This design comes from an exercise in tuning for small area on the open sky130 flow, not from production work.
No run shown here included a check of the RTL's function; only the layout flow was run.
Power figures rest on the tool's default switching activity, not on a simulated workload.

==> flow/design.v (outline; a module is shown in full before it is edited, if it fits) <==
// module apb_fir_regs: 98 lines
// module fir_seq_fsm: 44 lines
// module fir_rca: 14 lines
// module fir_inc: 12 lines
// module fir_step_counter: 41 lines
// module fir_tap_chain: 121 lines
// module fir_mac_w26: 381 lines
// module fir_mac_w25: 374 lines
// module result_fifo: 48 lines
// module apb_fir_acc: 70 lines
module apb_fir_acc (
  input  logic                           i_clk,
  input  logic                           i_reset,
  input  logic [fir_acc_pkg::ADDR_W-1:0] i_paddr,
  input  logic [31:0]                    i_pwdata,
  input  logic                           i_pwrite,
  input  logic                           i_psel,
  input  logic                           i_penable,
  output logic [31:0]                    o_prdata,
  output logic                           o_pready,
  output logic                           o_pslverr
);
  // ...
==> flow/run.sh <==
#!/bin/bash
# synth_recipe.tcl (not shown) runs the flow's synth.tcl, then flattens the netlist and writes it again
# the make line also repeats each setting of config.mk as NAME=value (left out here)
make -C /OpenROAD-flow-scripts/flow DESIGN_CONFIG=/design/flow/config.mk WORK_HOME=/design/flow/orfs CLKGATE_MAP_FILE= SYNTH_SCRIPT=/design/flow/synth_recipe.tcl finish
==> flow/config.mk <==
export PLATFORM = sky130hd
export DESIGN_NAME = apb_fir_acc
export DESIGN_NICKNAME = apb_fir_acc
export VERILOG_FILES = /design/flow/design.v
export SDC_FILE = /design/flow/constraint.sdc
export NUM_CORES = 4
export LEC_CHECK = 0
export CAP_MARGIN = 20
export CORE_MARGIN = 2
export CORE_UTILIZATION = 70
export CTS_CLUSTER_DIAMETER = 70
export CTS_CLUSTER_SIZE = 30
export PLACE_DENSITY = 0.8
export SLEW_MARGIN = 20
==> flow/constraint.sdc <==
create_clock -name core_clock -period 10.0 [get_ports {i_clk}]
set_input_delay 2.0000 -clock core_clock [delete_from_list [all_inputs] [get_ports {i_clk}]]
set_output_delay 2.0000 -clock core_clock [all_outputs]
set_load 0.01 [all_outputs]
==> flow_metrics.py, run 1 <==
metrics = {
    "pwr": {
        "intPower_uw": 5310,
        "switching_power_uw": 2280,
        "pg_clk_uw": 2250,
        "vdd_drop_max_v": 0.000175,
        "power.group.top": "sequential cells",
    },
    "finish": {
        "largest_register_ffs": 416,
        "nets": 4694,
        "clkCellAreaFrac_pct": 3.18,
        "design_area_um2": 51600,
        "multi_input_area_share_pct": 49.0,
        "drive_gt1_share_pct": 8.87,
        "final_common_cell": "nand2_1",
    },
    "route": {
        "wl_met2_um": 62800,
        "vias_per_cell": 6.80,
        "top_layer": "met5",
    },
    "clock_network": {
        "root_buffer": "clkbuf_16",
        "post_cts_buffers": 0,
        "clock_latency_ns": 0.68,
        "clkSinkCount": 803,
    },
    "synthesis": {
        "synth-compound-area-share_pct": 13.3,
        "async_flop_share_pct": 1.99,
        "ys_warn_count": 8,
        "synth-simple-area-share_pct": 6.55,
        "synth_edf_count": 416,
        "synth_seq_cells": 803,
    },
    "place": {
        "place.gp.congestion": 0.981,
        "dpl_cell_area_um2": 49800,
    },
    "setup_path": {
        "crit_end": "u_tap_chain.acc3[17]",
        "startpoint_type": "input pin",
        "crit_cells": 25,
        "cp_common_cell": "fa_1",
    },
    "die": {
        "io_pins": 83,
        "die_x_um": 266,
    },
    "sta": {
        "holdWs_ns": 0.469,
        "setup_slack_ns": 0.578,
    },
    "grt": {
        "antenna_found_initial": 1,
    },
    "run_status": {
        "status": "finished clean",
    },
    "worst_hold_path": {
        "hold_path.class": "reg -> reg",
    },
}
==> run 2: changes to the inputs <==
--- a/flow/config.mk
+++ b/flow/config.mk
@@ -7,8 +7,8 @@
 export LEC_CHECK = 0
 export CAP_MARGIN = 20
 export CORE_MARGIN = 2
-export CORE_UTILIZATION = 70
+export CORE_UTILIZATION = 60
 export CTS_CLUSTER_DIAMETER = 70
 export CTS_CLUSTER_SIZE = 30
-export PLACE_DENSITY = 0.8
+export PLACE_DENSITY = 0.7
 export SLEW_MARGIN = 20
==> flow_metrics.py, run 2 <==
metrics = {
    "run_status": {
        "status": "finished clean",
    },
    "die": {
        "dieArea_um2": 82700,
        "start_util_pct": 60.9,
        "std_cell_rows": 103,
        "die_x_um": 288,
        "core_area_um2": 79300,
        "die-height_um": 288,
        "io_pins": 83,
    },
    "setup_path": {
        "crit_slowest_cell": "nor2_4",
        "worst_ep_required_time_ns": 10.60,
        "critPathKind": "in -> reg",
        "cp-end-kind": "flop",
        "startpoint_type": "input pin",
        "crit_fanout": 34,
        "arrival_ns": 10.05,
        "critical_path.max_stage_delay_ns": 0.89,
        "cp_common_cell": "fa_1",
    },
    "route": {
        "vias": 33200,
        "antenna_left": 0,
        "vias_per_cell": 6.35,
        "wirelength_um": 130000,
        "detail_route.wl_per_cell_um": 24.9,
        "dr.pass1.iters": 6,
        "dr.first_iter.drc_count": 3751,
        "drcViolationCount": 0,
    },
    "grt": {
        "busiest_layer": "met2",
        "grt_pass1_wl_um": 199000,
        "grt_util_met3_pct": 5.31,
        "grt-ovfl-total": 0,
        "grt_max_degree": 111,
        "antenna_found_initial": 1,
        "grt_pass1_vias": 32700,
        "globalRouteTotalUtil_pct": 31.8,
        "met1_usage_pct": 44.3,
        "met2_usage_pct": 51.0,
    },
    "pwr": {
        "p_leak_uw": 0.0194,
        "p_total_uw": 7660,
        "vdd_drop_max_v": 0.000150,
        "power_density_nw_per_um2": 147,
    },
    "sta": {
        "finalCritPeriodShare_pct": 94.5,
        "hold_violations": 0,
        "fmax_ghz": 0.106,
        "relSlewSlack_pct": 18.2,
        "setup_tns_ns": 0,
        "period_minus_slack_ns": 9.45,
        "setup_viol": 0,
        "rsz0062_at_grt": "false",
        "skew_ns": 0.0415,
        "tightest_slew_ns": 1.21,
        "slew_violations": 0,
    },
    "finish": {
        "nFillCells": 6063,
        "drive_gt1_share_pct": 9.46,
        "nets": 4715,
        "area_growth_pct": 8.15,
        "design_area_um2": 52200,
        "multi_input_area_um2": 25300,
        "final_common_cell": "nand2_1",
        "layout_common_cells": "nand2_1, edfxtp_1, inv_1, dfxtp_1, fa_1",
        "final_cells": 5227,
        "largest_register_ffs": 416,
        "ff_latch_area_um2": 20300,
    },
    "clock_network": {
        "postCtsHoldBufs": 0,
        "post_cts_buffers": 0,
        "clk_pin_slew_worst_paths_ns": 0.10,
        "cts_tree": "done",
        "ctsLongestPathBuffers": 3,
        "clock_latency_ns": 0.67,
        "cts_resized": 0,
        "root_buffer": "clkbuf_16",
        "clkSinkCount": 803,
        "cts_made_buffers": 48,
        "h-tree-depth": 2,
    },
    "synthesis": {
        "syn_inst": 4206,
        "ys_warn_count": 8,
        "yosys-top-cells-count": "nand2_1, edfxtp_1, inv_1",
        "synth.distinct_cells": 78,
        "synth.most_common_cell": "nand2_1",
        "synth_seq_area_share_pct": 42.1,
        "synth_ff_type": "edfxtp_1",
        "synth_area_per_cell_um2": 11.5,
        "synth_area_leaders": "edfxtp_1, dfxtp_1, fa_1",
        "synth_edf_count": 416,
        "synth_top_area_share_pct": 25.9,
        "synth_seq_cells": 803,
        "yosysTopAreaCell": "edfxtp_1",
        "syn_area_um2": 48200,
        "async_flop_share_pct": 1.99,
    },
    "worst_hold_path": {
        "hold_path.class": "reg -> reg",
    },
    "place": {
        "hpwl_um": 90100,
        "dpl_cell_area_um2": 50200,
        "place.gp.congestion": 0.948,
        "dp_cells": 5131,
        "io_buffers": 57,
    },
    "job": {
        "maxCapViolations": 0,
    },
}
-- run 2: cell counts after synthesis --
No cell type changed its count.
-- run 2: critical path, delay by kind of cell --
family / cells / cell delay, ns
adders and majority gates: 12 / 4.82
and+or+nand+nor: 3 / 1.36
buffers and inverters: 6 / 0.99
xor gates and xnor gates: 1 / 0.20
AOI/OAI and AO/OA: 3 / 0.67
-- run 2: through the flow --
| stage | util, % | setup slack (ns) | hold WS (ns) |
|---|---|---|---|
| global placement | 63.2 | 0.0105 | 0.442 |
| detailed placement | 63.4 | -0.119 | 0.445 |
| floorplan | - | 0.675 | 0.434 |
| finish | 65.8 | 0.553 | 0.455 |
| CTS | 65.6 | 0.555 | 0.456 |
| global route | 65.8 | 0.144 | 0.490 |
-- run 2: where the power goes --
group	internal (uW)	switching, uW	total (uW)
Clock	1050	1330	2380
Combinational	589	827	1420
Sequential	3750	115	3860
Total	5380	2270	7660
-- run 2: final timing paths --
check                                     from  slack, ns                   end  cells past startpoint
setup / recovery                    i_paddr[2]       0.55  u_tap_chain.acc7[17]                     25
hold / removal             u_tap_chain.acc7[1]       0.45   u_tap_chain.acc6[1]                      1
setup reg to reg               u_regs.ntaps[0]       1.11     u_step_cnt.last_q                     26
hold reg to reg            u_tap_chain.acc7[1]       0.45   u_tap_chain.acc6[1]                      1
max in group asynchronous              i_reset       7.61      u_fifo.rd_ptr[0]                      2
min in group asynchronous              i_reset       1.77      u_fifo.rd_ptr[2]                      2
-- run 2: cell families (layout without fill, tap and decap cells) --
| family | after synthesis | count (layout) | share of synthesized area [%] |
|---|---|---|---|
| muxes | 182 | 182 | 6.33 |
| buffers and inverters | 720 | 689 | 5.91 |
| and+or+nand+nor | 727 | 727 | 6.55 |
| AOI/OAI and AO/OA | 895 | 895 | 13.3 |
| DFF | 803 | 803 | 42.1 |
| adders and majority gates | 530 | 530 | 19.4 |
| xor gates and xnor gates | 347 | 347 | 6.41 |
| other | 2 | 4 | 0.0156 |
-- run 2: per-layer routing --
metal / share of wire [%] / wire length, um / vias up
met5: 0 / 0 / -
met4: 3.6 / 4690 / 0
met3: 8.7 / 11300 / 251
met2: 47 / 61300 / 1594
met1: 41 / 52700 / 16700
li1: - / - / 14700
-- run 2: area by class of cell --
type	instances	share of cell area, %
Antenna cell	1	0.00480
Clock buffer	56	2.44
Clock inverter	34	1.03
Inverter	394	2.84
Multi-Input combinational cell	2684	48.5
Sequential cell	803	39.0
Tap cell	1050	2.52
Timing Repair Buffer	205	3.67

-- static timing again, ports no longer ideal --
The flow's constraints put no driver on any port. The routed layouts listed below were extracted and timed again, unchanged, in two steps. Step 1: set_driving_cell puts a clkbuf_16 on i_clk and a buf_2 on each other input, an assumption about the parent block. Step 2 times the ports against the registers' clock, not the clock port: input delays grow and output delays shrink by t, the midpoint of the rising clock arrivals with the driver on. a / b / c = no drivers / after step 1 / after step 2; a / b = the first two.
run	t (ns)	setup slack, ns	worst hold slack (ns)	worst setup path at the end	slew at the worst register clock pin (ns)
run 1	0.709	0.578 / 0.620 / -0.089	0.469 / 0.469 / 0.469	input to register	0.12 / 0.12
run 2	0.720	0.553 / 0.590 / -0.131	0.455 / 0.455 / 0.455	input to register	0.11 / 0.11
Met with ideal ports but missed after step 2: setup timing in run 1 and run 2. For run 2, which loses most, drivers alone change the setup slack by +0.037 ns; drivers and shift together by -0.684 ns.
